This is an optimization exercise on Yosys and OpenROAD, whose aim is a short achievable clock period and few clock cycles, not a production implementation. Where RTL was checked, it was by simulation tests only, not by an equivalence proof against the original. Function not checked in run 1: the RTL went through the layout flow alone. Power is estimated from default activity; no workload was simulated.

==> flow/design.v <==
`timescale 1ns/1ps
package rvPipePkg;
	localparam int xlen = 32;                  
	typedef logic [xlen-1:0] word_t;           
	typedef logic [4:0]      regAddr_t;        
	typedef logic [31:0]     instr_t;          
	typedef enum logic [3:0] {
		aluAdd, aluSub, aluAnd, aluOr,
		aluXor, aluSlt, aluSll, aluSrl
	} aluOp_t;
	typedef enum logic [1:0] {fwdFromReg, fwdFromEx, fwdFromMem, fwdFromWb} fwdSel_t;
	typedef enum logic [1:0] {wbFromAlu, wbFromPc4, wbFromLoad} wbSel_t;
	typedef enum logic [1:0] {pcSeq, pcBranch, pcJal} pcSel_t;
	localparam logic [6:0] opR      = 7'b0110011;
	localparam logic [6:0] opI      = 7'b0010011;
	localparam logic [6:0] opLoad   = 7'b0000011;
	localparam logic [6:0] opStore  = 7'b0100011;
	localparam logic [6:0] opBranch = 7'b1100011;
	localparam logic [6:0] opJal    = 7'b1101111;
	localparam instr_t nopInstr = 32'h0000_0013;    
	localparam word_t  resetPc  = 32'h0000_0000;
endpackage
`timescale 1ns/1ps
module regFile (
	input  logic        iCLK,
	input  logic        iRST,
	input  logic [4:0]  rs1,
	input  logic [4:0]  rs2,
	input  logic [4:0]  rd,
	input  logic [31:0] wdata,
	input  logic        we,              
	output logic [31:0] rdata1,
	output logic [31:0] rdata2
);
	logic [31:0] regs [0:31];
	logic [31:0] valid;
	always_ff @(posedge iCLK or posedge iRST)
	begin
		if (iRST)
			valid <= '0;
		else if (we)
			valid[rd] <= 1'b1;
	end
	always_ff @(posedge iCLK)
	begin
		if (we)
			regs[rd] <= wdata;
	end
	assign rdata1 = valid[rs1] ? regs[rs1] : 32'd0;
	assign rdata2 = valid[rs2] ? regs[rs2] : 32'd0;
endmodule
`timescale 1ns/1ps
module rvPipeCore (
	input  logic        iCLK,
	input  logic        iRST,
	output logic [31:0] iAddr,
	input  logic [31:0] iData,
	output logic        dRead,
	output logic        dWrite,
	output logic [31:0] dAddr,
	output logic [31:0] dWdata,
	input  logic [31:0] dRdata
);
	localparam logic [6:0] opR      = 7'b0110011;
	localparam logic [6:0] opI      = 7'b0010011;
	localparam logic [6:0] opLoad   = 7'b0000011;
	localparam logic [6:0] opStore  = 7'b0100011;
	localparam logic [6:0] opBranch = 7'b1100011;
	localparam logic [6:0] opJal    = 7'b1101111;
	localparam int nBtb = 4;
	localparam int selAdd = 0, selSub = 1, selAnd = 2, selOr = 3, selXor = 4,
		selSlt = 5, selSll = 6, selSrl = 7;
	logic [31:0] pc;
	logic [nBtb-1:0] btbValid;
	logic [31:2]     btbTag [0:nBtb-1];
	logic [31:0]     btbTgt [0:nBtb-1];
	logic [1:0]      btbNext;                     
	logic        updIns, updInv;                  
	logic [1:0]  updIdx;
	logic [31:2] updTag;
	logic [31:0] updTgt;
	logic        idValid, idHit;
	logic [1:0]  idHitIdx;
	logic [31:0] idInstr, idPc;
	logic        exWe, exLd, exSt, exBr, exJal, exPred, exBrInv, exHit;
	logic [1:0]  exHitIdx;
	logic [4:0]  exRd;
	logic [31:0] exA, exB, exCA, exCB, exSh, exSd, exAlt, exPc, exTgt;
	logic [4:0]  exSll, exSrl;
	logic [7:0]  exOp;
	logic        memWe, memLd, memSt;
	logic [4:0]  memRd;
	logic [31:0] memRes, memSd;
	logic [nBtb-1:0] hitVec;
	logic            hit;
	logic [1:0]      hitIdx;
	logic [31:0]     hitTgt;
	always_comb
	begin
		hitTgt = 32'd0;
		hitIdx = 2'd0;
		for (int i = 0; i < nBtb; i++)
		begin
			hitVec[i] = btbValid[i] && btbTag[i] == pc[31:2];
			if (hitVec[i])
			begin
				hitTgt = hitTgt | btbTgt[i];
				hitIdx = hitIdx | 2'(i);
			end
		end
		hit = |hitVec;
	end
	logic [6:0]  opcode;
	logic [2:0]  funct3;
	logic [4:0]  rs1, rs2, rd;
	logic        isR, isI, isLd, isSt, isBr, isJal, jal4, isShl, isShr;
	logic        useRs1, useRs2, writes;
	logic [31:0] immI, immS, immB, immJ;
	logic [31:0] rdata1, rdata2, memVal, aluOut;
	logic [31:0] fwd1, fwd2, opB;
	logic [31:0] idTarget, idPc4, idRedirPc;
	logic        predTaken, staticTaken, hitWrong;
	logic        stall, idRedirect;
	logic [7:0]  aluSel;
	logic        exMispredict;
	assign opcode = idInstr[6:0];
	assign funct3 = idInstr[14:12];
	assign rd     = idInstr[11:7];
	assign rs1    = idInstr[19:15];
	assign rs2    = idInstr[24:20];
	assign isR   = idValid && opcode == opR;
	assign isI   = idValid && opcode == opI;
	assign isLd  = idValid && opcode == opLoad;
	assign isSt  = idValid && opcode == opStore;
	assign isBr  = idValid && opcode == opBranch && immB != 32'd4;
	assign isJal = idValid && opcode == opJal;
	assign jal4  = immJ == 32'd4;              
	assign isShl = (isR || isI) && funct3 == 3'b001;
	assign isShr = (isR || isI) && funct3 == 3'b101;
	assign useRs1 = (isR || isI || isLd || isSt || isBr) && rs1 != 5'd0;
	assign useRs2 = (isR || isSt || isBr) && rs2 != 5'd0;
	assign writes = (isR || isI || isLd || isJal) && rd != 5'd0;
	assign immI = {{20{idInstr[31]}}, idInstr[31:20]};
	assign immS = {{20{idInstr[31]}}, idInstr[31:25], idInstr[11:7]};
	assign immB = {{19{idInstr[31]}}, idInstr[31], idInstr[7], idInstr[30:25],
		idInstr[11:8], 1'b0};
	assign immJ = {{11{idInstr[31]}}, idInstr[31], idInstr[19:12], idInstr[20],
		idInstr[30:21], 1'b0};
	assign idTarget = idPc + (isJal ? immJ : immB);
	assign idPc4    = idPc + 32'd4;
	assign staticTaken = (isJal && !jal4) || (isBr && (idInstr[31] || (rs1 == rs2 && !funct3[0])));
	assign hitWrong    = idValid && idHit && !(isJal && !jal4) && !isBr;
	assign predTaken   = idHit ? !hitWrong : staticTaken;
	assign idRedirPc   = idHit ? idPc4 : idTarget;
	assign memVal = memLd ? dRdata : memRes;
	regFile uRegs (.iCLK, .iRST, .rs1, .rs2, .rd(memRd), .wdata(memVal), .we(memWe),
		.rdata1, .rdata2);
	always_comb
	begin
		if (exWe && exRd == rs1)
			fwd1 = aluOut;
		else if (memWe && memRd == rs1)
			fwd1 = memVal;
		else
			fwd1 = rdata1;
		if (exWe && exRd == rs2)
			fwd2 = aluOut;
		else if (memWe && memRd == rs2)
			fwd2 = memVal;
		else
			fwd2 = rdata2;
	end
	assign opB = (isI || isLd) ? immI : (isSt ? immS : (isJal ? 32'd4 : fwd2));
	assign stall = exLd && ((useRs1 && rs1 == exRd) || (useRs2 && rs2 == exRd));
	assign idRedirect = ((staticTaken && !idHit) || hitWrong) && !stall;
	always_comb
	begin
		aluSel = 8'd0;
		if (isR || isI)
		begin
			case (funct3)
				3'b000:  aluSel[(isR && idInstr[30]) ? selSub : selAdd] = 1'b1;
				3'b001:  aluSel[selSll] = 1'b1;
				3'b010:  aluSel[selSlt] = 1'b1;
				3'b011:  aluSel[selAdd] = 1'b1;
				3'b100:  aluSel[selXor] = 1'b1;
				3'b101:  aluSel[selSrl] = 1'b1;
				3'b110:  aluSel[selOr]  = 1'b1;
				default: aluSel[selAnd] = 1'b1;
			endcase
		end
		else
			aluSel[selAdd] = 1'b1;         
	end
	logic [31:0] sum, diff;
	logic        brTaken;
	assign sum  = exA + exB;
	assign diff = exA - exB;
	always_comb
	begin
		aluOut = 32'd0;
		if (exOp[selAdd]) aluOut = aluOut | sum;
		if (exOp[selSub]) aluOut = aluOut | diff;
		if (exOp[selAnd]) aluOut = aluOut | (exA & exB);
		if (exOp[selOr])  aluOut = aluOut | (exA | exB);
		if (exOp[selXor]) aluOut = aluOut | (exA ^ exB);
		if (exOp[selSlt]) aluOut = aluOut | {31'd0, (exA[31] ^ exB[31]) ? exA[31] : diff[31]};
		if (exOp[selSll]) aluOut = aluOut | (exSh << exSll);
		if (exOp[selSrl]) aluOut = aluOut | (exSh >> exSrl);
	end
	assign brTaken      = (exCA == exCB) ^ exBrInv;
	assign exMispredict = exBr && (brTaken != exPred);
	always_ff @(posedge iCLK or posedge iRST)
	begin
		if (iRST)
		begin
			pc      <= 32'd0;
			idValid <= 1'b0;
		end
		else
		begin
			if (exMispredict)
			begin
				pc      <= exAlt;
				idValid <= 1'b0;
			end
			else if (!stall)
			begin
				pc      <= idRedirect ? idRedirPc : (hit ? hitTgt : pc + 32'd4);
				idValid <= !idRedirect;
			end
		end
	end
	always_ff @(posedge iCLK)
	begin
		if (!stall)
		begin
			idInstr  <= iData;
			idPc     <= pc;
			idHit    <= hit;
			idHitIdx <= hitIdx;
		end
	end
	assign iAddr = pc;
	always_ff @(posedge iCLK or posedge iRST)
	begin
		if (iRST)
		begin
			btbValid <= '0;
			btbNext  <= 2'd0;
			updIns   <= 1'b0;
			updInv   <= 1'b0;
		end
		else
		begin
			updIns <= (exJal || (exBr && brTaken)) && !exHit;
			updInv <= exBr && exHit && !brTaken;
			if (updIns)
			begin
				btbValid[btbNext] <= 1'b1;
				btbNext           <= btbNext + 2'd1;
			end
			if (updInv)
				btbValid[updIdx] <= 1'b0;
		end
	end
	always_ff @(posedge iCLK)
	begin
		updIdx <= exHitIdx;
		updTag <= exPc[31:2];
		updTgt <= exTgt;
		if (updIns)
		begin
			btbTag[btbNext] <= updTag;
			btbTgt[btbNext] <= updTgt;
		end
	end
	always_ff @(posedge iCLK or posedge iRST)
	begin
		if (iRST)
		begin
			exWe  <= 1'b0;
			exLd  <= 1'b0;
			exSt  <= 1'b0;
			exBr  <= 1'b0;
			exJal <= 1'b0;
		end
		else
		begin
			exWe  <= writes && !stall && !exMispredict;
			exLd  <= isLd && !stall && !exMispredict;
			exSt  <= isSt && !stall && !exMispredict;
			exBr  <= isBr && !stall && !exMispredict;
			exJal <= isJal && !jal4 && !stall && !exMispredict;
		end
	end
	always_ff @(posedge iCLK)
	begin
		exRd     <= rd;
		exOp     <= aluSel;
		exPred   <= predTaken;
		exHit    <= idHit;
		exHitIdx <= idHitIdx;
		exBrInv  <= funct3[0];
		exAlt    <= predTaken ? idPc4 : idTarget;
		exPc     <= idPc;
		exTgt    <= idTarget;
		exA      <= isJal ? idPc : fwd1;
		exB      <= opB;
		exCA     <= isBr ? fwd1 : 32'd0;
		exCB     <= isBr ? fwd2 : 32'd0;
		exSh     <= (isShl || isShr) ? fwd1 : 32'd0;
		exSll    <= isShl ? opB[4:0] : 5'd0;
		exSrl    <= isShr ? opB[4:0] : 5'd0;
		exSd     <= fwd2;
	end
	always_ff @(posedge iCLK or posedge iRST)
	begin
		if (iRST)
		begin
			memWe <= 1'b0;
			memLd <= 1'b0;
			memSt <= 1'b0;
		end
		else
		begin
			memWe <= exWe;
			memLd <= exLd;
			memSt <= exSt;
		end
	end
	always_ff @(posedge iCLK)
	begin
		memRd  <= exRd;
		memRes <= aluOut;
		memSd  <= exSd;
	end
	assign dRead  = memLd;
	assign dWrite = memSt;
	assign dAddr  = memRes;
	assign dWdata = memSd;
endmodule
==> flow/flow/run.sh <==
#!/bin/bash
# Standard layout, with repair_timing aiming below the clock period: the
# setup margin makes the resizer keep improving paths past zero slack.
set -euo pipefail
MARGIN=$(cat flow/margin.txt)
bash standard.sh SETUP_SLACK_MARGIN=$MARGIN finish > flow_make.log 2>&1
==> flow/flow/margin.txt <==
7
==> flow/standard.sh <==
#!/bin/bash
# synth_recipe.tcl (not shown) runs the flow's synth.tcl, then flattens the netlist and writes it again
# the make line also repeats each setting of config.mk as NAME=value (left out here)
make -C /OpenROAD-flow-scripts/flow DESIGN_CONFIG=/design/flow/config.mk WORK_HOME=/design/flow/orfs CLKGATE_MAP_FILE= SYNTH_SCRIPT=/design/flow/synth_recipe.tcl "${@:-finish}"
==> flow/config.mk <==
export PLATFORM = sky130hd
export DESIGN_NAME = rvPipeCore
export DESIGN_NICKNAME = rvPipeCore
export VERILOG_FILES = /design/flow/design.v
export SDC_FILE = /design/flow/constraint.sdc
export NUM_CORES = 4
export LEC_CHECK = 0
export ABC_CLOCK_PERIOD_IN_PS = 3000
export CAP_MARGIN = 20
export CORE_MARGIN = 2
export CORE_UTILIZATION = 40
export PLACE_DENSITY = 0.6
export SLEW_MARGIN = 20
==> flow/constraint.sdc <==
create_clock -name core_clock -period 11.0 [get_ports {iCLK}]
set_input_delay 2.2000 -clock core_clock [delete_from_list [all_inputs] [get_ports {iCLK}]]
set_output_delay 2.2000 -clock core_clock [all_outputs]
set_load 0.01 [all_outputs]
==> run summary, run 1 <==
- Status: finished clean
- Share of the synthesized area in the top cell type: a little under half
- Vias per cell: between 6 and 7
- First-pass GRT wire length: around 420000 um
- Final WS setup: just under 7 ns
- Largest reg by FF count: uRegs.regs
- Layout cells sized above 1: 26.1%
- Sw Share: around 29%
- Fmax: 0.245 GHz
- HPWL after DPL: between 150000 and 200000 um
- Violation count after the first detailed-route iteration: between 7000 and 8000
- Port-buffer cells: 163
- Final hold slack: 0.317 ns
- Largest registers: uRegs.regs x1024, btbTgt x128, btbTag x120
- Leak pwr: roughly 0.035 uW
- WS Path Type: flip-flop to flip-flop
- First drt pass iteration count: 6
- Clk root buf: clkbuf_16
- Top post-synthesis cells by area: edfxtp_1, mux4_2, dfxtp_1
- Via count: between 50000 and 60000
- Num CTS Buffers: about 200
- R2R setup slack: 6.91 ns
- Final nets: 6248
- Cell Area, Placed: ~0.093 mm^2
- Pre-CTS setup slack: 5.57 ns
- Top sig layer: met5
- Final hold viol count: 0
- Hold depth: 0
- P per Cell Area: 186 mW/mm^2
- Design Area, Final: about 0.1 mm^2
- Die area: roughly 0.22 mm^2
- H-tree depth: 4
- Synth area leader: edfxtp_1
- Sequential share of power: 46.4%
- Hold path start: exPc[20]
- Worst reg2reg endpoint: pc[29]
- EDFF count, synth: about 1300
- GRT overflow: 0
- Final cycle utilization of the critical path: roughly 37%
- Synthesized cell area: slightly below 0.09 mm^2
- # DRC: 0
- Seq/Total Area, Yosys: 58.7%
- Clock Power Share: a little over a third
- Core area: between 0.2 and 0.25 mm^2
- Worst slew pin tran: ~1.2 ns
- Most frequent cells in the layout: edfxtp_1, mux4_2, dfxtp_1, nor2_1, nand2_1
- Antenna Nets Post-Route: 0
- Max reg flops: ~1000
- Period minus WS final: roughly 4.1 ns
- Max-slew headroom: between 10% and 20%
- Combinational share of power: about 17%
- CTS tree: done
- Worst-path fanout max: 5
- Met2 WL post-DR: roughly 140000 um
- Syn nets: between 6000 and 7000
- Net Sw Power: roughly 5400 uW
- CP Data Arrival Time: 4.85 ns
- Sink Count: between 1500 and 2000
- Prevailing post-synth register cell: edfxtp_1
- FF+latch count, synth: around 1900
- Fillers: roughly 19000
- Crit path required time: around 12 ns
- Ports: ~160
- Core Rows: approximately 170
- Wire per inst: approximately 33 um
- Synth warnings: 2
- Met3 WL: about 28000 um
- Vias in the first global route: approximately 56000
- Initial antenna violation count: 27
- Async S/R FF share, synth: 4.32%
- Most common cell after layout, fill and taps aside: edfxtp_1
- Final setup viols: 0
- Clk_skew: 0.0949 ns
- Pint: about 14000 uW
- Largest net degree at the start of global routing: 70
- R2R depth: 17
- Initial Util: 40.3%
- Unrepaired setup endpoints after global routing: true
- Cells after Synth: a little under 6000
- Final Power: 18900 uW
- Yosys cell types: 87
- Die width: between 400 and 500 um
- Total Wirelength: slightly above 300000 um
- Maxcap violations: 0
- Global placer's final weighted congestion: about 0.97
- Setup tns final: 0 ns
- Gr usage total: 26.6%
- Syn Area/Cell: approximately 15 um^2
- Area growth syn-to-layout: 16.1%
- Metal1 wirelength: roughly 120000 um
- Clock transition at the registers of the reported paths: 0.06 ns
- Maximum vdd drop: around 150 uV
- Worst Setup End Kind: flip-flop
- Clock buffer depth: 3
- Worst reg2reg startpoint: idInstr[4]
- Die height: about 470 um
- Startpoint types: flip-flop
- Worst-skew pair later-pin latency: between 0.8 and 0.9 ns
- Type of the worst min-delay path: flip-flop to flip-flop
- Worst Hold Path EP: updTag[20]
- Hold_buf cts: 0
- Slew Limit Fails: 0
-- metrics by stage --
| stage | util, % | cells |
|---|---|---|
| finish | 46.8 | 9071 |
| global route | 46.8 | 9069 |
| global placement | 42.6 | 8593 |
| floorplan | - | 5825 |
| detailed placement | 42.6 | 8593 |
| CTS | 46.4 | 9032 |
-- cell usage after synthesis, types with 44 or more instances --
library cell / count
a21oi_1: 210
a22oi_1: 64
buf_1: 56
buf_2: 87
clkbuf_1: 238
dfrtp_1: 81
dfxtp_1: 456
edfxtp_1: 1339
ha_1: 139
inv_1: 209
mux2_2: 50
mux2i_1: 181
mux4_2: 697
nand2_1: 278
nand3_1: 75
nand4_1: 78
nor2_1: 315
nor3_1: 59
o211ai_1: 44
o21ai_0: 209
o21bai_1: 49
o221ai_1: 71
xnor2_1: 175
xor2_1: 93
-- timing repair --
action / 4_1_cts / 5_1_grt
pin swaps: 27 / 43
gates resized for setup: 339 / 132
setup endpoints to repair: 403 / 158
gates cloned: 5 / 3
setup buffers: 62 / 31
-- area by class of cell --
| class | instances | area (um^2) | area share, % |
|---|---|---|---|
| repair inverters | 1 | 8.76 | 0.00861 |
| diodes | 5 | 12.5 | 0.0123 |
| multi-input cells | 3347 | 35300 | 34.7 |
| flip-flops and latches | 1876 | 51500 | 50.6 |
| clock buffers | 252 | 5280 | 5.19 |
| inverters | 213 | 818 | 0.805 |
| repair buffers | 403 | 3750 | 3.69 |
| clock inverters | 120 | 1470 | 1.44 |
| well taps | 2854 | 3570 | 3.51 |
-- cell families (layout without fill, tap and decap cells) --
logic type | Yosys count | after routing | synth area share, %
flip-flops | 1876 | 1876 | 58.7
buffers and inverters | 603 | 989 | 2.76
AO/OA/AOI/OAI | 990 | 990 | 7.60
XOR/XNOR | 268 | 268 | 2.68
other | 0 | 5 | 0
adder cells (fa/ha/maj) | 143 | 143 | 2.08
AND/OR/NAND/NOR | 1013 | 1014 | 5.47
multiplexers | 932 | 932 | 20.8
-- worst max-delay path: stages (launching register included) --
cell,delay [ns]
edfxtp_1,0.40
and3b_2,0.26
nand4_1,0.13
buf_6,0.17
mux2_2,0.29
ha_4,0.19
fa_2,0.39
a211oi_4,0.23
o21bai_2,0.12
o21ai_2,0.25
nand2_2,0.13
a211oi_4,0.31
buf_4,0.17
a311oi_4,0.10
a21oi_2,0.17
xor2_1,0.11
or3_4,0.34
a221oi_2,0.22
-- layer usage --
| layer | vias up | GRT usage, % |
|---|---|---|
| li1 | 23500 | - |
| met1 | 30000 | 35.9 |
| met2 | 3235 | 41.9 |
| met3 | 616 | 5.14 |
| met4 | 6 | 11.9 |
| met5 | - | 0 |
-- power by group through the flow --
stage / clock network (uW) / registers (uW) / logic (uW)
finish: 6900 / 8770 / 3250
floorplan: 0 / 8620 / 1830
global placement: 0 / 9040 / 2660
detailed placement: 0 / 9060 / 2680
global route: 7260 / 8800 / 3440
CTS: 6970 / 8770 / 3040
-- worst max path at each step --
stage	from	endpoint	slack (ns)	cells after the start
2_1_floorplan	idInstr[4]	pc[29]	7.01	17
3_5_place_dp	exA[1]	exB[31]	5.57	20
4_1_cts	exB[24]	exB[31]	6.92	17
3_3_place_gp	idInstr[4]	pc[26]	5.68	15
6_report	idInstr[4]	pc[29]	6.91	17
5_1_grt	idInstr[4]	pc[29]	6.77	17
==> run 2, diff against run 1 <==
--- a/flow/design.v
+++ b/flow/design.v
@@ -82,14 +82,16 @@
 	logic        idValid, idHit;
 	logic [1:0]  idHitIdx;
-	logic [31:0] idInstr, idPc;
+	logic [31:0] idInstr, idPc, idImm;
 	logic        exWe, exLd, exSt, exBr, exJal, exPred, exBrInv, exHit;
 	logic [1:0]  exHitIdx;
 	logic [4:0]  exRd;
-	logic [31:0] exA, exB, exCA, exCB, exSh, exSd, exAlt, exPc, exTgt;
+	logic [31:0] exP, exG, exCA, exCB, exSh, exSd, exAlt, exPc, exTgt;
+	logic        exCin, exA31, exB31;
 	logic [4:0]  exSll, exSrl;
 	logic [7:0]  exOp;
-	logic        memWe, memLd, memSt;
+	logic        memWe, memLd, memSt, memLdWe;
 	logic [4:0]  memRd;
 	logic [31:0] memRes, memSd;
+	logic [31:0] iAddrQ, dAddrQ;
 	logic [nBtb-1:0] hitVec;
 	logic            hit;
@@ -119,5 +121,5 @@
 	logic [31:0] rdata1, rdata2, memVal, aluOut;
 	logic [31:0] fwd1, fwd2, opB;
-	logic [31:0] idTarget, idPc4, idRedirPc;
+	logic [31:0] idTarget, idPc4;
 	logic        predTaken, staticTaken, hitWrong;
 	logic        stall, idRedirect;
@@ -147,11 +149,10 @@
 	assign immJ = {{11{idInstr[31]}}, idInstr[31], idInstr[19:12], idInstr[20],
 		idInstr[30:21], 1'b0};
-	assign idTarget = idPc + (isJal ? immJ : immB);
+	assign idTarget = idPc + idImm;
 	assign idPc4    = idPc + 32'd4;
 	assign staticTaken = (isJal && !jal4) || (isBr && (idInstr[31] || (rs1 == rs2 && !funct3[0])));
 	assign hitWrong    = idValid && idHit && !(isJal && !jal4) && !isBr;
 	assign predTaken   = idHit ? !hitWrong : staticTaken;
-	assign idRedirPc   = idHit ? idPc4 : idTarget;
-	assign memVal = memLd ? dRdata : memRes;
+	assign memVal = memLdWe ? dRdata : memRes;
 	regFile uRegs (.iCLK, .iRST, .rs1, .rs2, .rd(memRd), .wdata(memVal), .we(memWe),
 		.rdata1, .rdata2);
@@ -172,4 +173,9 @@
 	end
 	assign opB = (isI || isLd) ? immI : (isSt ? immS : (isJal ? 32'd4 : fwd2));
+	logic [31:0] aIn, bInv;
+	logic        subIn;
+	assign aIn   = isJal ? idPc : fwd1;
+	assign subIn = aluSel[selSub] || aluSel[selSlt];
+	assign bInv  = opB ^ {32{subIn}};
 	assign stall = exLd && ((useRs1 && rs1 == exRd) || (useRs2 && rs2 == exRd));
 	assign idRedirect = ((staticTaken && !idHit) || hitWrong) && !stall;
@@ -193,17 +199,36 @@
 			aluSel[selAdd] = 1'b1;         
 	end
-	logic [31:0] sum, diff;
+	logic [31:0] sum;
 	logic        brTaken;
-	assign sum  = exA + exB;
-	assign diff = exA - exB;
+	logic [31:0] pg [0:5];
+	logic [31:0] gg [0:5];
+	logic [31:0] carry;
+	always_comb
+	begin
+		pg[0] = exP;
+		gg[0] = exG;
+		for (int l = 0; l < 5; l++)
+			for (int i = 0; i < 32; i++)
+				if (i >= (1 << l))
+				begin
+					gg[l+1][i] = gg[l][i] | (pg[l][i] & gg[l][i - (1 << l)]);
+					pg[l+1][i] = pg[l][i] & pg[l][i - (1 << l)];
+				end
+				else
+				begin
+					gg[l+1][i] = gg[l][i];
+					pg[l+1][i] = pg[l][i];
+				end
+		carry = {gg[5][30:0], exCin};               
+	end
+	assign sum = exP ^ carry;
 	always_comb
 	begin
 		aluOut = 32'd0;
-		if (exOp[selAdd]) aluOut = aluOut | sum;
-		if (exOp[selSub]) aluOut = aluOut | diff;
-		if (exOp[selAnd]) aluOut = aluOut | (exA & exB);
-		if (exOp[selOr])  aluOut = aluOut | (exA | exB);
-		if (exOp[selXor]) aluOut = aluOut | (exA ^ exB);
-		if (exOp[selSlt]) aluOut = aluOut | {31'd0, (exA[31] ^ exB[31]) ? exA[31] : diff[31]};
+		if (exOp[selAdd] || exOp[selSub]) aluOut = aluOut | sum;
+		if (exOp[selAnd]) aluOut = aluOut | exG;
+		if (exOp[selOr])  aluOut = aluOut | (exG | exP);
+		if (exOp[selXor]) aluOut = aluOut | exP;
+		if (exOp[selSlt]) aluOut = aluOut | {31'd0, (exA31 ^ exB31) ? exA31 : sum[31]};
 		if (exOp[selSll]) aluOut = aluOut | (exSh << exSll);
 		if (exOp[selSrl]) aluOut = aluOut | (exSh >> exSrl);
@@ -211,4 +236,11 @@
 	assign brTaken      = (exCA == exCB) ^ exBrInv;
 	assign exMispredict = exBr && (brTaken != exPred);
+	logic [31:0] pcNext, pcOther;
+	logic        takeTarget;
+	assign takeTarget = staticTaken && !idHit;
+	assign pcOther    = hitWrong ? idPc4 : (hit ? hitTgt : pc + 32'd4);
+	assign pcNext     = takeTarget ? idTarget : pcOther;
+	logic [31:0] pcD;
+	assign pcD = exMispredict ? exAlt : (stall ? pc : pcNext);
 	always_ff @(posedge iCLK or posedge iRST)
 	begin
@@ -220,21 +252,21 @@
 		else
 		begin
+			pc <= pcD;
 			if (exMispredict)
-			begin
-				pc      <= exAlt;
 				idValid <= 1'b0;
-			end
 			else if (!stall)
-			begin
-				pc      <= idRedirect ? idRedirPc : (hit ? hitTgt : pc + 32'd4);
 				idValid <= !idRedirect;
-			end
 		end
 	end
 	always_ff @(posedge iCLK)
+		iAddrQ <= iRST ? 32'd0 : pcD;
+	always_ff @(posedge iCLK)
 	begin
 		if (!stall)
 		begin
 			idInstr  <= iData;
+			idImm    <= iData[3] ? {{11{iData[31]}}, iData[31], iData[19:12], iData[20],
+				iData[30:21], 1'b0} : {{19{iData[31]}}, iData[31], iData[7], iData[30:25],
+				iData[11:8], 1'b0};
 			idPc     <= pc;
 			idHit    <= hit;
@@ -242,5 +274,5 @@
 		end
 	end
-	assign iAddr = pc;
+	assign iAddr = iAddrQ;
 	always_ff @(posedge iCLK or posedge iRST)
 	begin
@@ -306,6 +338,9 @@
 		exPc     <= idPc;
 		exTgt    <= idTarget;
-		exA      <= isJal ? idPc : fwd1;
-		exB      <= opB;
+		exP      <= aIn ^ bInv;
+		exG      <= {aIn[31:1] & bInv[31:1], (aIn[0] & bInv[0]) | ((aIn[0] ^ bInv[0]) & subIn)};
+		exCin    <= subIn;
+		exA31    <= aIn[31];
+		exB31    <= opB[31];
 		exCA     <= isBr ? fwd1 : 32'd0;
 		exCB     <= isBr ? fwd2 : 32'd0;
@@ -319,13 +354,15 @@
 		if (iRST)
 		begin
-			memWe <= 1'b0;
-			memLd <= 1'b0;
-			memSt <= 1'b0;
+			memWe   <= 1'b0;
+			memLd   <= 1'b0;
+			memSt   <= 1'b0;
+			memLdWe <= 1'b0;
 		end
 		else
 		begin
-			memWe <= exWe;
-			memLd <= exLd;
-			memSt <= exSt;
+			memWe   <= exWe;
+			memLd   <= exLd;
+			memSt   <= exSt;
+			memLdWe <= exLd && exWe;       
 		end
 	end
@@ -335,8 +372,9 @@
 		memRes <= aluOut;
 		memSd  <= exSd;
+		dAddrQ <= (exLd || exSt) ? aluOut : 32'd0;    
 	end
 	assign dRead  = memLd;
 	assign dWrite = memSt;
-	assign dAddr  = memRes;
+	assign dAddr  = dAddrQ;
 	assign dWdata = memSd;
 endmodule
==> flow/flow/margin.txt (replaced) <==
7.4
--- a/flow/config.mk
+++ b/flow/config.mk
@@ -9,5 +9,5 @@
 export CAP_MARGIN = 20
 export CORE_MARGIN = 2
-export CORE_UTILIZATION = 40
-export PLACE_DENSITY = 0.6
+export CORE_UTILIZATION = 45
+export PLACE_DENSITY = 0.65
 export SLEW_MARGIN = 20
==> run summary, run 2 <==
- Cells after Synth: 5657 (-2.9%)
- Final setup viols: 0 (unchanged)
- Seq/Total Area, Yosys: 60.5% (+1.8 points)
- Worst-path cell chain: buf_12, mux4_2, mux4_2, mux2_2, a221oi_2, o21ai_0, buf_4, o21ai_4, o21ai_0, ha_1
- Pre-CTS setup slack: 6.00 ns (+0.437 ns)
- Post-synthesis simple-gate area fraction: 5.99% (+0.52 points)
- Final hold viol count: 0 (unchanged)
- Worst-skew pair later-pin latency: 0.88 ns (about the same)
- Type of the worst min-delay path: flip-flop to flip-flop
- Post-synthesis mux area share: 20.9% (+0.14 points)
- Adder-cell area share of the yosys netlist: 1.11% (-0.97 points)
- Largest net degree at the start of global routing: 73 (+4.3%)
- Worst slew pin tran: 1.11 ns (-0.110 ns)
- GRT overflow: 0 (unchanged)
- Clk root buf: clkbuf_16
- Clock buffer depth: 3 (unchanged)
- Core area: 0.194 mm^2 (-11%)
- Violation count after the first detailed-route iteration: 8290 (+15%)
- Sink Count: 1957 (+4.3%)
- Main combinational cell family by area after synthesis: multiplexers
- First-pass GRT wire length: 413000 um (-2.4%)
- Vias per cell: 6.59 (+4.3%)
- Final hold slack: 0.318 ns (+0.000956 ns)
- First drt pass iteration count: 10 (+4)
- Core Rows: 162 (-5.3%)
- Share of the synthesized area in the top cell type: 46.2% (+0.31 points)
- Post-synth top cells: edfxtp_1, mux4_2, dfxtp_1, nor2_1, nand2_1
- Wire per inst: 34.6 um (+3.7%)
- Syn nets: 5800 (-3.9%)
- P per Cell Area: 187 mW/mm^2 (+0.39%)
- Ports: 164 (unchanged)
- Setup tns final: 0 ns (unchanged)
- Synthesized cell area: 0.0878 mm^2 (+0.30%)
- Slew Limit Fails: 0 (unchanged)
- Most frequent cells in the layout: edfxtp_1, mux4_2, dfxtp_1, nor2_1, nand2_1
- Fmax: 0.276 GHz (+13%)
- Port-buffer cells: 163 (unchanged)
- CP peak stage delay: 0.61 ns (+0.21 ns)
- HPWL after DPL: 186000 um (-3.7%)
- Gr usage total: 29.4% (+2.8 points)
- Antenna Nets Post-Route: 0 (unchanged)
- Xor/xnor share of the synthesized area: 2.90% (+0.22 points)
- CP Data Arrival Time: 4.39 ns (-0.46 ns)
- FF+latch count, synth: 1957 (+4.3%)
- Placed Cells incl. Taps: 8119 (-5.5%)
- Clock transition at the registers of the reported paths: 0.07 ns (about the same)
- EDFF count, synth: 1352 (+0.97%)
- Crit path required time: 11.77 ns (about the same)
- Startpoint types: flip-flop
- H-tree depth: 4 (unchanged)
- Syn Area/Cell: 15.5 um^2 (+3.3%)
- Worst Setup End Kind: flip-flop
- Status: finished clean
- Die width: 446 um (-5.5%)
- # DRC: 0 (unchanged)
- Layout cells sized above 1: 28.9% (+2.8 points)
- Worst-path fanout max: 9 (+4)
- Final cycle utilization of the critical path: 32.9% (-4.2 points)
- Fillers: 15500 (-17%)
- Leak pwr: 0.0354 uW (+1.1%)
- Most common cell after layout, fill and taps aside: edfxtp_1
- Top post-synthesis cells by area: edfxtp_1, mux4_2, dfxtp_1
- Yosys cell types: 89 (+2.3%)
- Via count: 56900 (-0.76%)
- Most common cell in the netlist: edfxtp_1
- Initial antenna violation count: 11 (-59%)
- Initial Util: 45.2% (+4.9 points)
- Area growth syn-to-layout: 16.3%
- Num CTS Buffers: 198 (+0.51%)
- Final nets: 6048 (-3.2%)
- Non-Filler Instances: 8628 (-4.9%)
- Largest reg by FF count: uRegs.regs
- Compound-Gate Fraction of Synth Area: 6.29% (-1.3 points)
- Max-slew headroom: 26.1% (+8.9 points)
- WS Path Type: flip-flop to flip-flop
- Max stage delay cell, worst path: mux4_2
- Period minus WS final: 3.62 ns (-0.466 ns)
- Synth area leader: edfxtp_1
- Clk_skew: 0.0716 ns (-0.0234 ns)
- Largest registers: uRegs.regs x1024, btbTgt x128, btbTag x120
- Final WS setup: 7.38 ns (+0.466 ns)
- Global placer's final weighted congestion: 0.990 (+2.2%)
- Total Wirelength: 299000 um (-1.4%)
- Maximum vdd drop: 151 uV (+1.5%)
- CTS tree: done
- Max reg flops: 1024 (unchanged)
- Unrepaired setup endpoints after global routing: true
- Synth warnings: 4 (+2)
- Prevailing post-synth register cell: edfxtp_1
- Maxcap violations: 0 (unchanged)
- Die height: 446 um (-5.5%)
- Vias in the first global route: 55000 (-1.3%)
- Die area: 0.199 mm^2 (-11%)
- Async S/R FF share, synth: 4.19% (-0.13 points)
## run 2: final timing paths
kind	from	endpoint	slack, ns	depth (start not counted)
worst min register to register	exTgt[16]	updTgt[16]	0.32	0
max in group asynchronous	iRST	uRegs.valid[14]	8.13	4
worst max-delay path	exSll[0]	exP[26]	7.38	10
min in group asynchronous	iRST	pc[18]	1.91	3
worst min-delay path	exTgt[16]	updTgt[16]	0.32	0
worst max register to register	exSll[0]	exP[26]	7.38	10
## run 2: area by class of cell
type,instances,area (um^2),share of cell area [%]
multi-input combinational,3192,34300,33.6
antenna,14,35.0,0.0343
timing repair inverter,1,5.00,0.00490
sequential,1957,53200,52.1
inverter,125,479,0.469
clock inverter,104,1200,1.17
clock buffer,263,5520,5.40
tap,2542,3180,3.11
timing repair buffer,430,4210,4.12
## run 2: kinds of logic (layout without fill, tap and decap cells)
logic type / count (synthesis) / count (layout)
adder cells (fa/ha/maj): 77 / 77
multiplexers: 924 / 924
AO/OA/AOI/OAI: 795 / 795
AND/OR/NAND/NOR: 1104 / 1105
XOR/XNOR: 291 / 291
other: 0 / 14
buffers and inverters: 509 / 923
flip-flops: 1957 / 1957
## run 2: per-layer routing
layer / up-vias / share of wire, % / track usage, %
met5: - / 0.0090 / 0
met4: 4 / 6.4 / 17.2
met3: 741 / 9.8 / 5.06
met2: 3626 / 48 / 47.4
met1: 29500 / 36 / 37.6
li1: 23000 / - / -
## run 2: repair_timing
action | 4_1_cts | 5_1_grt
cloned | 10 | 13
buffers inserted | 58 | 45
pin swaps | 11 | 19
gates resized for setup | 623 | 132
hold buffers | 0 | 0
endpoints found under the setup margin | 378 | 159
## run 2: metrics by stage
stage	power, uW	area (um^2)	utilization (%)
after floorplan	10700	87900	-
after global placement	11900	92600	47.6
after detailed placement	11900	92600	47.6
after CTS	19000	101000	51.9
after global routing	19600	102000	52.5
final	19100	102000	52.6
## run 2: report_power, final
part | leakage [uW] | internal [uW] | switching, uW
clock | 0.00326 | 3950 | 3010
sequential | 0.0179 | 8610 | 647
combinational | 0.0142 | 1120 | 1730
## run 2: critical path: cells and delay by family (launching register included)
family,cells,cell delay (ns)
adders and majority gates,1,0.31
buffers and inverters,2,0.41
AOI/OAI and AO/OA,4,0.93
DFF,1,0.43
muxes,3,1.42
Testbench counts of run 2, summed over its fixed seeds: cycles 60,048.
==> run 3, diff against run 2 <==
==> flow/flow/margin.txt (replaced) <==
7.6
--- a/flow/config.mk
+++ b/flow/config.mk
@@ -9,5 +9,5 @@
 export CAP_MARGIN = 20
 export CORE_MARGIN = 2
-export CORE_UTILIZATION = 45
-export PLACE_DENSITY = 0.65
+export CORE_UTILIZATION = 55
+export PLACE_DENSITY = 0.7
 export SLEW_MARGIN = 20
==> run summary, run 3 <==
- Async S/R FF share, synth: 4.19% (unchanged)
- Clk_skew: 0.0799 ns (+0.00837 ns)
- Largest net degree at the start of global routing: 74 (+1.4%)
- Area growth syn-to-layout: 17.4%
- Fillers: 10800 (-30%)
- Worst Hold Path EP: updTag[31]
- Die width: 404 um (-9.5%)
- Wire per inst: 36.2 um (+4.7%)
- Antenna Nets Post-Route: 0 (unchanged)
- Clock buffer depth: 3 (unchanged)
- Yosys cell types: 89 (unchanged)
- Hold_buf cts: 0 (unchanged)
- Vias per cell: 7.15 (+8.5%)
- P per Cell Area: 184 mW/mm^2 (-1.5%)
- Synthesized cell area: 0.0878 mm^2 (unchanged)
- # DRC: 0 (unchanged)
- Setup tns final: 0 ns (unchanged)
- Combinational share of power: 15.5% (+0.5 points)
- Worst reg2reg startpoint: idInstr[21]
- Via count: 58700 (+3.2%)
- Ports: 164 (unchanged)
- Die area: 0.163 mm^2 (-18%)
- Max stage delay cell, worst path: clkdlybuf4s50_1
- Sw Share: 28.2% (-0.085 points)
- Most frequent cells in the layout: edfxtp_1, mux4_2, dfxtp_1, nor2_1, nand2_1
- Leak pwr: 0.0359 uW (+1.4%)
- Cells after Synth: 5657 (unchanged)
- Worst slew pin tran: 1.05 ns (-0.0610 ns)
- Global placer's final weighted congestion: 0.983 (-0.72%)
- Max reg flops: 1024 (unchanged)
- Crit path from: dRdata[28]
- Share of the synthesized area in the top cell type: 46.2% (unchanged)
- Num CTS Buffers: 194 (-2.0%)
- Clk root buf: clkbuf_16
- Prevailing post-synth register cell: edfxtp_1
- CP peak stage delay: 0.69 ns (+0.08 ns)
- HPWL after DPL: 177000 um (-5.0%)
- Post-synth top cells: edfxtp_1, mux4_2, dfxtp_1, nor2_1, nand2_1
- Worst Setup End Kind: flip-flop
- Pint: 13600 uW (-0.50%)
- Layout cells sized above 1: 31.9% (+3.0 points)
- EDFF count, synth: 1352 (unchanged)
- CP Data Arrival Time: 4.45 ns (+0.06 ns)
- Crit path required time: 11.73 ns (-0.04 ns)
- Worst reg2reg endpoint: exP[15]
- Final Power: 19000 uW (-0.61%)
- Die height: 404 um (-9.5%)
- Vias in the first global route: 56200 (+2.3%)
- Core area: 0.159 mm^2 (-18%)
- Syn nets: 5800 (unchanged)
- WS Path Type: primary input to flip-flop
- R2R setup slack: 7.33 ns (-0.05 ns)
- Maximum vdd drop: 181 uV (+20%)
- Maxcap violations: 0 (unchanged)
- First-pass GRT wire length: 416000 um (+0.59%)
- Largest reg by FF count: uRegs.regs
- Clock transition at the registers of the reported paths: 0.07 ns (about the same)
- Final nets: 6104 (+0.93%)
- Initial antenna violation count: 14 (+3)
- GRT overflow: 0 (unchanged)
- Clock Power Share: 35.4% (-1.1 points)
- Synth area leader: edfxtp_1
- Core Rows: 146 (-9.9%)
- Worst-skew pair later-pin latency: 0.87 ns (about the same)
- Period minus WS final: 3.72 ns (+0.0967 ns)
- Most common cell after layout, fill and taps aside: edfxtp_1
- Hold depth: 0 (unchanged)
- Final cycle utilization of the critical path: 33.8% (+0.88 points)
- FF+latch count, synth: 1957 (unchanged)
- Seq/Total Area, Yosys: 60.5% (unchanged)
- Most common cell in the netlist: edfxtp_1
- Violation count after the first detailed-route iteration: 9257 (+12%)
- Max-slew headroom: 30.2% (+4.1 points)
- Port-buffer cells: 163 (unchanged)
- Startpoint types: primary input
- Fmax: 0.269 GHz (-2.6%)
- Gr usage total: 36.1% (+6.7 points)
- Worst-path cell chain: clkdlybuf4s50_1, mux2i_4, o221ai_2, o31ai_4, o21ai_1, xnor2_1, ha_1
- Net Sw Power: 5340 uW (-0.91%)
- Total Wirelength: 297000 um (-0.44%)
- Sequential share of power: 49.1% (+0.6 points)
- Status: finished clean
- Hold path start: exPc[31]
- Synth warnings: 4 (unchanged)
- Sink Count: 1957 (unchanged)
- CTS tree: done
- Type of the worst min-delay path: flip-flop to flip-flop
- Slew Limit Fails: 0 (unchanged)
- Syn Area/Cell: 15.5 um^2 (unchanged)
- R2R depth: 16 (+6)
- Worst-path fanout max: 4 (-5)
- Initial Util: 55.4% (+10 points)
- Largest registers: uRegs.regs x1024, btbTgt x128, btbTag x120
- First drt pass iteration count: 9 (-1)
- H-tree depth: 4 (unchanged)
- Final setup viols: 0 (unchanged)
- Top post-synthesis cells by area: edfxtp_1, mux4_2, dfxtp_1
- Unrepaired setup endpoints after global routing: true
- Final hold viol count: 0 (unchanged)
-- run 3: cell counts after synthesis --
Identical to the previous run, type by type.
-- run 3: per-stage QoR --
| step | hold WS (ns) | setup slack [ns] | cell area (um^2) | instances | util (%) |
|---|---|---|---|---|---|
| 2_1_floorplan | 0.310 | 7.13 | 88000 | 5657 | - |
| 3_3_place_gp | 0.311 | 5.84 | 92000 | 7645 | 58.0 |
| 3_5_place_dp | 0.312 | 5.81 | 92000 | 7645 | 58.0 |
| 4_1_cts | 0.288 | 7.37 | 102000 | 8141 | 64.1 |
| 5_1_grt | 0.299 | 7.24 | 103000 | 8198 | 65.0 |
| 6_report | 0.292 | 7.28 | 103000 | 8202 | 65.0 |
-- run 3: kinds of logic after synthesis --
family | share of synthesized area (%)
fa+ha+maj | 1.11
compound gates | 6.29
simple gates | 5.99
mux | 20.9
flops | 60.5
buf+inv | 2.33
xor+xnor | 2.90
-- run 3: timing repair --
item	CTS	global route
setup endpoints to repair	508	428
gates resized for setup	831	210
gates cloned	15	5
setup buffers	122	48
hold endpoints to repair	0	0
pin swaps	52	51
-- run 3: critical path, delay by kind of cell --
family	cells	cell delay [ns]
AOI/OAI and AO/OA	3	0.93
xor gates and xnor gates	1	0.09
adders and majority gates	1	0.30
buffers and inverters	1	0.69
muxes	1	0.23
-- run 3: worst max path at each step --
stage,end,slack (ns),depth (start not counted)
global placement,exP[2],5.84,10
detailed placement,exP[2],5.81,10
global route,exP[4],7.24,16
floorplan,iAddrQ[18],7.13,8
finish,exP[28],7.28,7
CTS,exP[4],7.37,14
-- run 3: power groups by stage --
stage	Sequential (uW)	Combinational, uW	Clock (uW)
after floorplan	8990	1720	0
after global placement	9410	2390	0
after CTS	9270	2710	6750
after global routing	9320	3100	7050
final	9300	2940	6710
after detailed placement	9440	2420	0
-- run 3: final cells by class --
| type | instances | area (um^2) | share of cell area, % |
|---|---|---|---|
| Sequential cell | 1957 | 53300 | 51.7 |
| Multi-Input combinational cell | 3192 | 35000 | 33.9 |
| Clock buffer | 250 | 5340 | 5.18 |
| Timing Repair Buffer | 488 | 5220 | 5.06 |
| Tap cell | 2072 | 2590 | 2.51 |
| Clock inverter | 109 | 1170 | 1.13 |
| Inverter | 125 | 489 | 0.474 |
| Timing Repair inverter | 3 | 22.5 | 0.0218 |
| Antenna cell | 6 | 15.0 | 0.0146 |
-- run 3: metal layers --
layer  track usage [%]  share of wire [%]  up-vias
met1              49.2                 36    30100
met5                 0              0.020        -
met4              18.7                5.9       10
met3              11.3                 14      849
met2              52.7                 44     4581
li1                  -                  -    23100
==> run 4, diff against run 3 <==
--- a/flow/design.v
+++ b/flow/design.v
@@ -25,6 +25,6 @@
 	input  logic        iCLK,
 	input  logic        iRST,
-	input  logic [4:0]  rs1,
-	input  logic [4:0]  rs2,
+	input  logic [31:0] sel1,            
+	input  logic [31:0] sel2,
 	input  logic [4:0]  rd,
 	input  logic [31:0] wdata,
@@ -33,6 +33,6 @@
 	output logic [31:0] rdata2
 );
-	logic [31:0] regs [0:31];
-	logic [31:0] valid;
+	logic [31:0] regs [1:31];
+	logic [31:1] valid;
 	always_ff @(posedge iCLK or posedge iRST)
 	begin
@@ -47,6 +47,14 @@
 			regs[rd] <= wdata;
 	end
-	assign rdata1 = valid[rs1] ? regs[rs1] : 32'd0;
-	assign rdata2 = valid[rs2] ? regs[rs2] : 32'd0;
+	always_comb
+	begin
+		rdata1 = 32'd0;
+		rdata2 = 32'd0;
+		for (int i = 1; i < 32; i++)
+		begin
+			rdata1 = rdata1 | (regs[i] & {32{sel1[i] && valid[i]}});
+			rdata2 = rdata2 | (regs[i] & {32{sel2[i] && valid[i]}});
+		end
+	end
 endmodule
 `timescale 1ns/1ps
@@ -124,4 +132,6 @@
 	logic        predTaken, staticTaken, hitWrong;
 	logic        stall, idRedirect;
+	logic        idFwdEx1, idFwdEx2, idFwdMem1, idFwdMem2;
+	logic [31:0] idSel1, idSel2;
 	logic [7:0]  aluSel;
 	logic        exMispredict;
@@ -155,17 +165,17 @@
 	assign predTaken   = idHit ? !hitWrong : staticTaken;
 	assign memVal = memLdWe ? dRdata : memRes;
-	regFile uRegs (.iCLK, .iRST, .rs1, .rs2, .rd(memRd), .wdata(memVal), .we(memWe),
-		.rdata1, .rdata2);
+	regFile uRegs (.iCLK, .iRST, .sel1(idSel1), .sel2(idSel2), .rd(memRd), .wdata(memVal),
+		.we(memWe), .rdata1, .rdata2);
 	always_comb
 	begin
-		if (exWe && exRd == rs1)
+		if (idFwdEx1)
 			fwd1 = aluOut;
-		else if (memWe && memRd == rs1)
+		else if (idFwdMem1)
 			fwd1 = memVal;
 		else
 			fwd1 = rdata1;
-		if (exWe && exRd == rs2)
+		if (idFwdEx2)
 			fwd2 = aluOut;
-		else if (memWe && memRd == rs2)
+		else if (idFwdMem2)
 			fwd2 = memVal;
 		else
@@ -178,5 +188,46 @@
 	assign subIn = aluSel[selSub] || aluSel[selSlt];
 	assign bInv  = opB ^ {32{subIn}};
-	assign stall = exLd && ((useRs1 && rs1 == exRd) || (useRs2 && rs2 == exRd));
+	logic [6:0]  fOp;
+	logic [4:0]  fRs1, fRs2;
+	logic        fBr, fUse1, fUse2, fIdValid;
+	assign fOp   = iData[6:0];
+	assign fRs1  = iData[19:15];
+	assign fRs2  = iData[24:20];
+	assign fBr   = fOp == opBranch && {iData[31], iData[7], iData[30:25], iData[11:8]} != 12'd2;
+	assign fUse1 = (fOp == opR || fOp == opI || fOp == opLoad || fOp == opStore || fBr) &&
+		fRs1 != 5'd0;
+	assign fUse2 = (fOp == opR || fOp == opStore || fBr) && fRs2 != 5'd0;
+	assign fIdValid = !exMispredict && !idRedirect;
+	always_ff @(posedge iCLK or posedge iRST)
+	begin
+		if (iRST)
+		begin
+			stall     <= 1'b0;
+			idFwdEx1  <= 1'b0;
+			idFwdEx2  <= 1'b0;
+			idFwdMem1 <= 1'b0;
+			idFwdMem2 <= 1'b0;
+		end
+		else if (stall)
+		begin
+			stall     <= 1'b0;                
+			idFwdEx1  <= 1'b0;
+			idFwdEx2  <= 1'b0;
+			idFwdMem1 <= exWe && exRd == rs1;
+			idFwdMem2 <= exWe && exRd == rs2;
+		end
+		else
+		begin
+			stall     <= fIdValid && isLd && writes &&
+				((fUse1 && fRs1 == rd) || (fUse2 && fRs2 == rd));
+			idFwdEx1  <= writes && !exMispredict && rd == fRs1;
+			idFwdEx2  <= writes && !exMispredict && rd == fRs2;
+			idFwdMem1 <= exWe && exRd == fRs1;
+			idFwdMem2 <= exWe && exRd == fRs2;
+		end
+	end
+	function automatic logic [31:0] oneHot(logic [4:0] r);
+		oneHot = 32'd1 << r;
+	endfunction
 	assign idRedirect = ((staticTaken && !idHit) || hitWrong) && !stall;
 	always_comb
@@ -266,4 +317,6 @@
 		begin
 			idInstr  <= iData;
+			idSel1   <= oneHot(iData[19:15]);
+			idSel2   <= oneHot(iData[24:20]);
 			idImm    <= iData[3] ? {{11{iData[31]}}, iData[31], iData[19:12], iData[20],
 				iData[30:21], 1'b0} : {{19{iData[31]}}, iData[31], iData[7], iData[30:25],
==> flow/flow/margin.txt (replaced) <==
7.5
--- a/flow/config.mk
+++ b/flow/config.mk
@@ -9,5 +9,5 @@
 export CAP_MARGIN = 20
 export CORE_MARGIN = 2
-export CORE_UTILIZATION = 55
-export PLACE_DENSITY = 0.7
+export CORE_UTILIZATION = 45
+export PLACE_DENSITY = 0.65
 export SLEW_MARGIN = 20
==> run summary, run 4 <==
- Status: finished clean
- First drt pass iteration count: 13 (+4)
- Vias in the first global route: 64400 (+14%)
- Clk root buf: clkbuf_16
- Placed Cells incl. Taps: 8926 (+17%)
- First-pass GRT wire length: 514000 um (+24%)
- Ports: 164 (unchanged)
- Most common cell in the netlist: edfxtp_1
- Startpoint types: flip-flop
- Synth area leader: edfxtp_1
- CTS tree: done
- Core Rows: 159 (+8.9%)
- Die width: 440 um (+9.0%)
- Maximum vdd drop: 183 uV (+0.87%)
- Synth warnings: 4 (unchanged)
- Via count: 68500 (+17%)
- Setup tns final: 0 ns (unchanged)
- Most frequent cells in the layout: edfxtp_1, dfxtp_1, a22oi_1, nor2_1, a22o_1
- Gr usage total: 38.2% (+2.0 points)
- Yosys cell types: 120 (+35%)
- Die area: 0.193 mm^2 (+19%)
- EDFF count, synth: 1382 (+2.2%)
- Worst slew pin tran: 1.13 ns (+0.0866 ns)
- Register area: 0.0541 mm^2 (+1.5%)
- Sw Share: 28.0% (-0.14 points)
- Max-slew headroom: 23.4% (-6.7 points)
- Die height: 440 um (+9.0%)
- Worst Setup End Kind: primary output
- Async S/R FF share, synth: 4.34% (+0.15 points)
- Final nets: 6873 (+13%)
- Max reg flops: 992 (-3.1%)
- Unrepaired setup endpoints after global routing: true
- Period minus WS final: 3.66 ns (-0.0577 ns)
- CP peak stage delay: 0.41 ns (-0.28 ns)
- GRT overflow: 0 (unchanged)
- Global placer's final weighted congestion: 1.01 (+3.1%)
- Cells after Synth: 6549 (+16%)
- HPWL after DPL: 230000 um (+30%)
- Crit path buf inv count: 1 (unchanged)
- Clk_skew: 0.0795 ns (-0.000415 ns)
- Initial Util: 45.4% (-10 points)
- WS Path Type: flip-flop to primary output
- Crit path required time: 8.80 ns (-2.93 ns)
- # DRC: 0 (unchanged)
- Pint: 13400 uW (-1.8%)
- Fillers: 15900 (+46%)
- Final hold viol count: 0 (unchanged)
- Worst-skew pair later-pin latency: 0.92 ns (+0.05 ns)
- FF+latch count, synth: 1981 (+1.2%)
- H-tree depth: 4 (unchanged)
- Num CTS Buffers: 197 (+1.5%)
- P per Cell Area: 188 mW/mm^2 (+2.1%)
- Largest registers: uRegs.regs x992, btbTgt x128, btbTag x120
- Clock Power Share: 38.0% (+2.6 points)
- Violation count after the first detailed-route iteration: 13400 (+44%)
- Worst-path cell chain: buf_6
- Fmax: 0.273 GHz (+1.6%)
- Worst-path fanout max: 1 (-3)
- Clock buffer depth: 3 (unchanged)
- Port-buffer cells: 163 (unchanged)
- Net Sw Power: 5210 uW (-2.4%)
- Final setup viols: 0 (unchanged)
- Top post-synthesis cells by area: edfxtp_1, dfxtp_1, a22oi_1
- Slew Limit Fails: 0 (unchanged)
- Leak pwr: 0.0343 uW (-4.5%)
- Sink Count: 1981 (+1.2%)
- Type of the worst min-delay path: flip-flop to flip-flop
- Family with the most delay on the worst path: flip-flops
- Max stage delay cell, worst path: dfrtp_1
- Total Wirelength: 381000 um (+28%)
- Syn nets: 6700 (+16%)
- Initial antenna violation count: 11 (-3)
- Area growth syn-to-layout: 15.8%
- Wire per inst: 40.5 um (+12%)
- Most common cell after layout, fill and taps aside: edfxtp_1
- Vias per cell: 7.28 (+1.8%)
- Prevailing post-synth register cell: edfxtp_1
- Area of the multi-input gates: 0.0305 mm^2 (-13%)
- Maxcap violations: 0 (unchanged)
- Clock transition at the registers of the reported paths: 0.07 ns (about the same)
- Final cycle utilization of the critical path: 33.3% (-0.52 points)
- Layout cells sized above 1: 18.3% (-14 points)
- CP Data Arrival Time: 1.46 ns (-2.99 ns)
- Sequential share of power: 49.2% (about the same)
- Syn Area/Cell: 13.1 um^2 (-16%)
- Antenna Nets Post-Route: 0 (unchanged)
- Synthesized cell area: 0.0855 mm^2 (-2.7%)
- Non-Filler Instances: 9402 (+15%)
- Largest net degree at the start of global routing: 75 (+1.4%)
- Largest reg by FF count: uRegs.regs
- Post-synth top cells: edfxtp_1, dfxtp_1, a22oi_1, nor2_1, clkbuf_1
- Seq/Total Area, Yosys: 63.1% (+2.6 points)
- Core area: 0.188 mm^2 (+19%)
- Share of the synthesized area in the top cell type: 48.5% (+2.3 points)
- Hold_buf cts: 0 (unchanged)
- Combinational share of power: 12.8% (-2.7 points)
## run 4: area by class of cell
cell class | instances | share of cell area, %
clock buffer | 252 | 5.41
clock inverter | 121 | 1.49
multi-input combinational | 3980 | 30.8
tap | 2495 | 3.15
inverter | 129 | 0.503
sequential | 1981 | 54.6
antenna | 11 | 0.0278
timing repair buffer | 433 | 4.05
## run 4: metal layers
metal,GRT usage (%),routed length [um],share of wire (%)
met2,56.7,163000,43
met5,0.124,186,0.049
met3,15.8,58400,15
met4,29.5,37400,9.8
met1,43.7,122000,32
## run 4: cell families (layout without fill, tap and decap cells)
family / Yosys count / after routing / synth area share (%)
flops: 1981 / 1981 / 63.1
compound gates: 1779 / 1779 / 16.1
simple gates: 1591 / 1593 / 9.69
buf+inv: 590 / 935 / 2.89
xor+xnor: 293 / 293 / 3.03
mux: 230 / 230 / 3.99
fa+ha+maj: 85 / 85 / 1.25
other cells: 0 / 11 / 0
## run 4: per-stage QoR
stage / total power (uW) / hold WS (ns) / util [%] / setup slack (ns) / area (um^2)
floorplan: 10300 / 0.310 / - / 7.51 / 85500
global placement: 11300 / 0.310 / 47.8 / 6.43 / 90000
detailed placement: 11400 / 0.312 / 47.8 / 6.41 / 90000
CTS: 18400 / 0.305 / 51.9 / 7.30 / 97700
global route: 19000 / 0.321 / 52.6 / 7.32 / 99000
finish: 18600 / 0.300 / 52.6 / 7.34 / 99000
## run 4: final timing paths
check                      cells past startpoint             from              end  slack, ns
min in group asynchronous                      3             iRST           pc[30]       2.01
max in group asynchronous                      4             iRST  uRegs.valid[12]       8.01
hold reg to reg                                0        exTgt[30]       updTgt[30]       0.30
setup / recovery                               1            memLd            dRead       7.34
hold / removal                                 0        exTgt[30]       updTgt[30]       0.30
setup reg to reg                              10  uRegs.valid[15]          exP[22]       7.38
## run 4: repair_timing
| item | CTS | global route |
|---|---|---|
| endpoints found under the setup margin | 349 | 237 |
| buffers inserted | 48 | 39 |
| pin swaps | 10 | 37 |
| gates resized for setup | 606 | 227 |
| cloned | 2 | 3 |
## run 4: power by group through the flow
| stage | sequential, uW | combinational, uW | clock [uW] |
|---|---|---|---|
| final | 9140 | 2390 | 7060 |
| after global routing | 9170 | 2500 | 7350 |
| after CTS | 9120 | 2240 | 7060 |
| after detailed placement | 9380 | 1970 | 0 |
| after global placement | 9360 | 1950 | 0 |
| after floorplan | 8970 | 1320 | 0 |
Testbench counts of run 4, summed over its fixed seeds: cycles 60,048.
==> run 5, diff against run 4 <==
--- a/flow/design.v
+++ b/flow/design.v
@@ -100,4 +100,7 @@
 	logic        memWe, memLd, memSt, memLdWe;
 	logic [4:0]  memRd;
+	logic        wbWe;                            
+	logic [4:0]  wbRd;
+	logic [31:0] wbRes;
 	logic [31:0] memRes, memSd;
 	logic [31:0] iAddrQ, dAddrQ;
@@ -132,5 +135,5 @@
 	logic        predTaken, staticTaken, hitWrong;
 	logic        stall, idRedirect;
-	logic        idFwdEx1, idFwdEx2, idFwdMem1, idFwdMem2;
+	logic        idFwdEx1, idFwdEx2, idFwdMem1, idFwdMem2, idFwdWb1, idFwdWb2;
 	logic [31:0] idSel1, idSel2;
 	logic [7:0]  aluSel;
@@ -165,6 +168,6 @@
 	assign predTaken   = idHit ? !hitWrong : staticTaken;
 	assign memVal = memLdWe ? dRdata : memRes;
-	regFile uRegs (.iCLK, .iRST, .sel1(idSel1), .sel2(idSel2), .rd(memRd), .wdata(memVal),
-		.we(memWe), .rdata1, .rdata2);
+	regFile uRegs (.iCLK, .iRST, .sel1(idSel1), .sel2(idSel2), .rd(wbRd), .wdata(wbRes),
+		.we(wbWe), .rdata1, .rdata2);
 	always_comb
 	begin
@@ -173,4 +176,6 @@
 		else if (idFwdMem1)
 			fwd1 = memVal;
+		else if (idFwdWb1)
+			fwd1 = wbRes;
 		else
 			fwd1 = rdata1;
@@ -179,4 +184,6 @@
 		else if (idFwdMem2)
 			fwd2 = memVal;
+		else if (idFwdWb2)
+			fwd2 = wbRes;
 		else
 			fwd2 = rdata2;
@@ -208,4 +215,6 @@
 			idFwdMem1 <= 1'b0;
 			idFwdMem2 <= 1'b0;
+			idFwdWb1  <= 1'b0;
+			idFwdWb2  <= 1'b0;
 		end
 		else if (stall)
@@ -216,4 +225,6 @@
 			idFwdMem1 <= exWe && exRd == rs1;
 			idFwdMem2 <= exWe && exRd == rs2;
+			idFwdWb1  <= memWe && memRd == rs1;
+			idFwdWb2  <= memWe && memRd == rs2;
 		end
 		else
@@ -225,4 +236,6 @@
 			idFwdMem1 <= exWe && exRd == fRs1;
 			idFwdMem2 <= exWe && exRd == fRs2;
+			idFwdWb1  <= memWe && memRd == fRs1;
+			idFwdWb2  <= memWe && memRd == fRs2;
 		end
 	end
@@ -427,4 +440,16 @@
 		dAddrQ <= (exLd || exSt) ? aluOut : 32'd0;    
 	end
+	always_ff @(posedge iCLK or posedge iRST)
+	begin
+		if (iRST)
+			wbWe <= 1'b0;
+		else
+			wbWe <= memWe;
+	end
+	always_ff @(posedge iCLK)
+	begin
+		wbRd  <= memRd;
+		wbRes <= memVal;
+	end
 	assign dRead  = memLd;
 	assign dWrite = memSt;
==> run summary, run 5 <==
- GRT overflow: 0 (unchanged)
- Most common cell in the netlist: edfxtp_1
- Num CTS Buffers: 199 (+1.0%)
- Largest reg by FF count: uRegs.regs
- Worst reg2reg startpoint: uRegs.valid[5]
- Yosys cell types: 89 (-26%)
- Final setup viols: 0 (unchanged)
- Largest registers: uRegs.regs x992, btbTgt x128, btbTag x120
- Synth warnings: 4 (unchanged)
- Startpoint types: flip-flop
- Worst-path fanout max: 1 (unchanged)
- Family with the most delay on the worst path: flip-flops
- Die width: 438 um (-0.40%)
- Core Rows: 159 (unchanged)
- Maxcap violations: 0 (unchanged)
- EDFF count, synth: 1382 (unchanged)
- Clock transition at the registers of the reported paths: 0.06 ns (about the same)
- Xor/xnor share of the synthesized area: 3.34% (+0.32 points)
- Worst reg2reg endpoint: exP[20]
- Leak pwr: 0.0352 uW (+2.7%)
- Setup tns final: 0 ns (unchanged)
- H-tree depth: 4 (unchanged)
- Fillers: 15400 (-2.8%)
- Max-slew headroom: 20.6% (-2.8 points)
- First drt pass iteration count: 14 (+1)
- Final hold slack: 0.298 ns (-0.00195 ns)
- Crit path buf inv count: 1 (unchanged)
- Syn Area/Cell: 13.1 um^2 (+0.51%)
- Slew Limit Fails: 0 (unchanged)
- Layout cells sized above 1: 19.5% (+1.2 points)
- Crit path required time: 8.80 ns (about the same)
- Worst Setup End Kind: primary output
- Post-synth top cells: edfxtp_1, dfxtp_1, clkbuf_1, nand2_1, nor2_1
- Final nets: 6812 (-0.89%)
- Type of the worst min-delay path: flip-flop to flip-flop
- Adder-cell area share of the yosys netlist: 1.26% (+0.010 points)
- First-pass GRT wire length: 493000 um (-4.1%)
- Worst-path cell chain: buf_6
- Die height: 438 um (-0.40%)
- Hold path start: exTgt[13]
- Core area: 0.188 mm^2 (-0.32%)
- Clk root buf: clkbuf_16
- R2R setup slack: 7.36 ns (-0.02 ns)
- Final cycle utilization of the critical path: 33.4% (+0.14 points)
- Async S/R FF share, synth: 4.40% (+0.063 points)
- Area growth syn-to-layout: 18.0%
- Hold depth: 0 (unchanged)
- # DRC: 0 (unchanged)
- M3 GR Usage: 15.6% (-0.19 points)
- Initial Util: 45.2% (-0.22 points)
- Largest net degree at the start of global routing: 76 (+1.3%)
- Period minus WS final: 3.68 ns (+0.0159 ns)
- Synth area leader: edfxtp_1
- WS Path Type: flip-flop to primary output
- Port-buffer cells: 163 (unchanged)
- Global placer's final weighted congestion: 0.982 (-3.1%)
- Sink Count: 2021 (+2.0%)
- CTS tree: done
- Die area: 0.192 mm^2 (-0.80%)
- Violation count after the first detailed-route iteration: 15200 (+14%)
- Fmax: 0.272 GHz (-0.43%)
- Worst-skew pair later-pin latency: 0.92 ns (about the same)
- Cells after Synth: 6463 (-1.3%)
- Final hold viol count: 0 (unchanged)
- CP Data Arrival Time: 1.48 ns (+0.02 ns)
- Met1 Track Usage GR: 44.3% (+0.62 points)
- Vias per cell: 7.26 (-0.37%)
- Initial antenna violation count: 26 (+15)
- P per Cell Area: 189 mW/mm^2 (+0.44%)
- Gr usage total: 36.7% (-1.5 points)
- Worst Hold Path EP: updTgt[13]
- Busiest grt layer: met2
- Post-synthesis simple-gate area fraction: 8.52% (-1.2 points)
- Max reg flops: 992 (unchanged)
- Unrepaired setup endpoints after global routing: true
- HPWL after DPL: 212000 um (-7.9%)
- Ports: 164 (unchanged)
- Syn nets: 6614 (-1.3%)
- FF+latch count, synth: 2021 (+2.0%)
- Wire per inst: 39.5 um (-2.5%)
- R2R depth: 12 (+2)
- CP peak stage delay: 0.49 ns (+0.08 ns)
- Share of the synthesized area in the top cell type: 48.9% (+0.40 points)
- Compound-Gate Fraction of Synth Area: 16.3% (+0.25 points)
- Vias in the first global route: 62500 (-2.9%)
- Antenna Nets Post-Route: 0 (unchanged)
- Most frequent cells in the layout: edfxtp_1, dfxtp_1, nand2_1, a22oi_1, a221oi_1
- Global Route met2 Usage: 53.1% (-3.7 points)
- Maximum vdd drop: 172 uV (-5.8%)
- Prevailing post-synth register cell: edfxtp_1
- Seq/Total Area, Yosys: 64.5% (+1.5 points)
- Clk_skew: 0.101 ns (+0.0218 ns)
- Most common cell after layout, fill and taps aside: edfxtp_1
- Clock buffer depth: 3 (unchanged)
- Via count: 67800 (-0.96%)
- Status: finished clean
- Main combinational cell family by area after synthesis: compound AO/OA/AOI/OAI gates
- Post-synthesis mux area share: 3.42% (-0.56 points)
- Synthesized cell area: 0.0848 mm^2 (-0.81%)
- Top post-synthesis cells by area: edfxtp_1, dfxtp_1, a221oi_1
- Total Wirelength: 369000 um (-3.1%)
- Worst slew pin tran: 1.19 ns (+0.0541 ns)
- Max stage delay cell, worst path: dfrtp_2
- Final Power: 18900 uW (+1.5%)
[run 5: cell count changes in the layout (fill, tap and decap cells not counted), moves of 26 or more]
cell,before,now
nor2b_1,34,97
mux2i_1,77,51
nand3_1,215,126
o21ai_0,62,100
a221oi_1,268,327
o31a_1,28,2
nand2_1,270,350
a22o_1,274,320
and2_2,46,18
and2_4,22,54
a22oi_1,408,334
inv_1,120,76
nand4_1,259,175
[run 5: metrics by stage]
step           setup slack (ns)  util [%]  instance area, um^2  std cells
5_1_grt                    7.31      53.3               100000       9333
4_1_cts                    7.28      52.4                98300       9253
6_report                   7.32      53.3               100000       9346
3_5_place_dp               5.94      47.7                89500       8819
2_1_floorplan              7.33         -                84900       6463
3_3_place_gp               6.02      47.7                89500       8819
[run 5: worst max-delay path by stage]
| stage | cells past startpoint | start | slack, ns | end |
|---|---|---|---|---|
| finish | 1 | memSt | 7.32 | dWrite |
| global route | 1 | memSt | 7.31 | dWrite |
| CTS | 1 | memSt | 7.28 | dWrite |
| detailed placement | 11 | idInstr[28] | 5.94 | iAddrQ[29] |
| global placement | 11 | idInstr[28] | 6.02 | iAddrQ[29] |
| floorplan | 8 | dRdata[4] | 7.33 | exP[4] |
[run 5: cell families after synthesis]
kind of cell | Yosys count
flops | 2021
compound gates | 1830
simple gates | 1452
buf+inv | 562
xor+xnor | 322
mux | 191
fa+ha+maj | 85
[run 5: what timing repair did]
| action | CTS | global route |
|---|---|---|
| hold buffers | 0 | 0 |
| pin swaps | 34 | 81 |
| endpoints found under the setup margin | 419 | 276 |
| gates resized for setup | 752 | 274 |
| gates cloned | 5 | 8 |
| setup buffers | 53 | 70 |
[run 5: routing by layer]
metal / share of wire (%) / routed length, um
met1: 33 / 122000
met2: 42 / 154000
met4: 9.0 / 33100
met3: 16 / 60000
met5: 0.16 / 577
[run 5: power by group]
group	internal (uW)	switching, uW	total (uW)
sequential	8790	665	9450
clock	4300	3130	7430
combinational	818	1170	1990
total	13900	4960	18900
[run 5: layout make-up]
cell class | count | area (um^2) | area share, %
Sequential cell | 2021 | 54900 | 54.9
Multi-Input combinational cell | 3884 | 29900 | 29.9
Clock buffer | 256 | 5430 | 5.42
Timing Repair Buffer | 466 | 4500 | 4.50
Tap cell | 2495 | 3120 | 3.12
Clock inverter | 120 | 1730 | 1.73
Inverter | 87 | 360 | 0.360
Antenna cell | 15 | 37.5 | 0.0375
Timing Repair inverter | 2 | 12.5 | 0.0125
Testbench counts of run 5, summed over its fixed seeds: cycles 60,048.

[static timing again, ports no longer ideal]
The results above use ideal ports. As a check the final layouts listed here were re-extracted and re-timed, cells and wires unchanged.
Step 1 assumes that a clkbuf_16 drives the clock port and a buf_2 every other input.
Step 2, shift: input delay + t, output delay - t, t = (earliest + latest rising clock arrival at the registers) / 2. This alone moves slack from input paths to output paths.
Three values: no drivers, after step 1, after step 2; two values: the first two.
| run | t (ns) | slack for setup (ns) |
|---|---|---|
| run 1 | 0.926 | 6.912 / 6.912 / 6.131 |
| run 2 | 0.929 | 7.378 / 7.309 / 6.515 |
| run 3 | 0.904 | 7.281 / 7.327 / 6.435 |
| run 4 | 0.970 | 7.339 / 7.250 / 6.612 |
| run 5 | 0.951 | 7.323 / 7.236 / 6.606 |
After both steps every run listed still meets setup and hold.
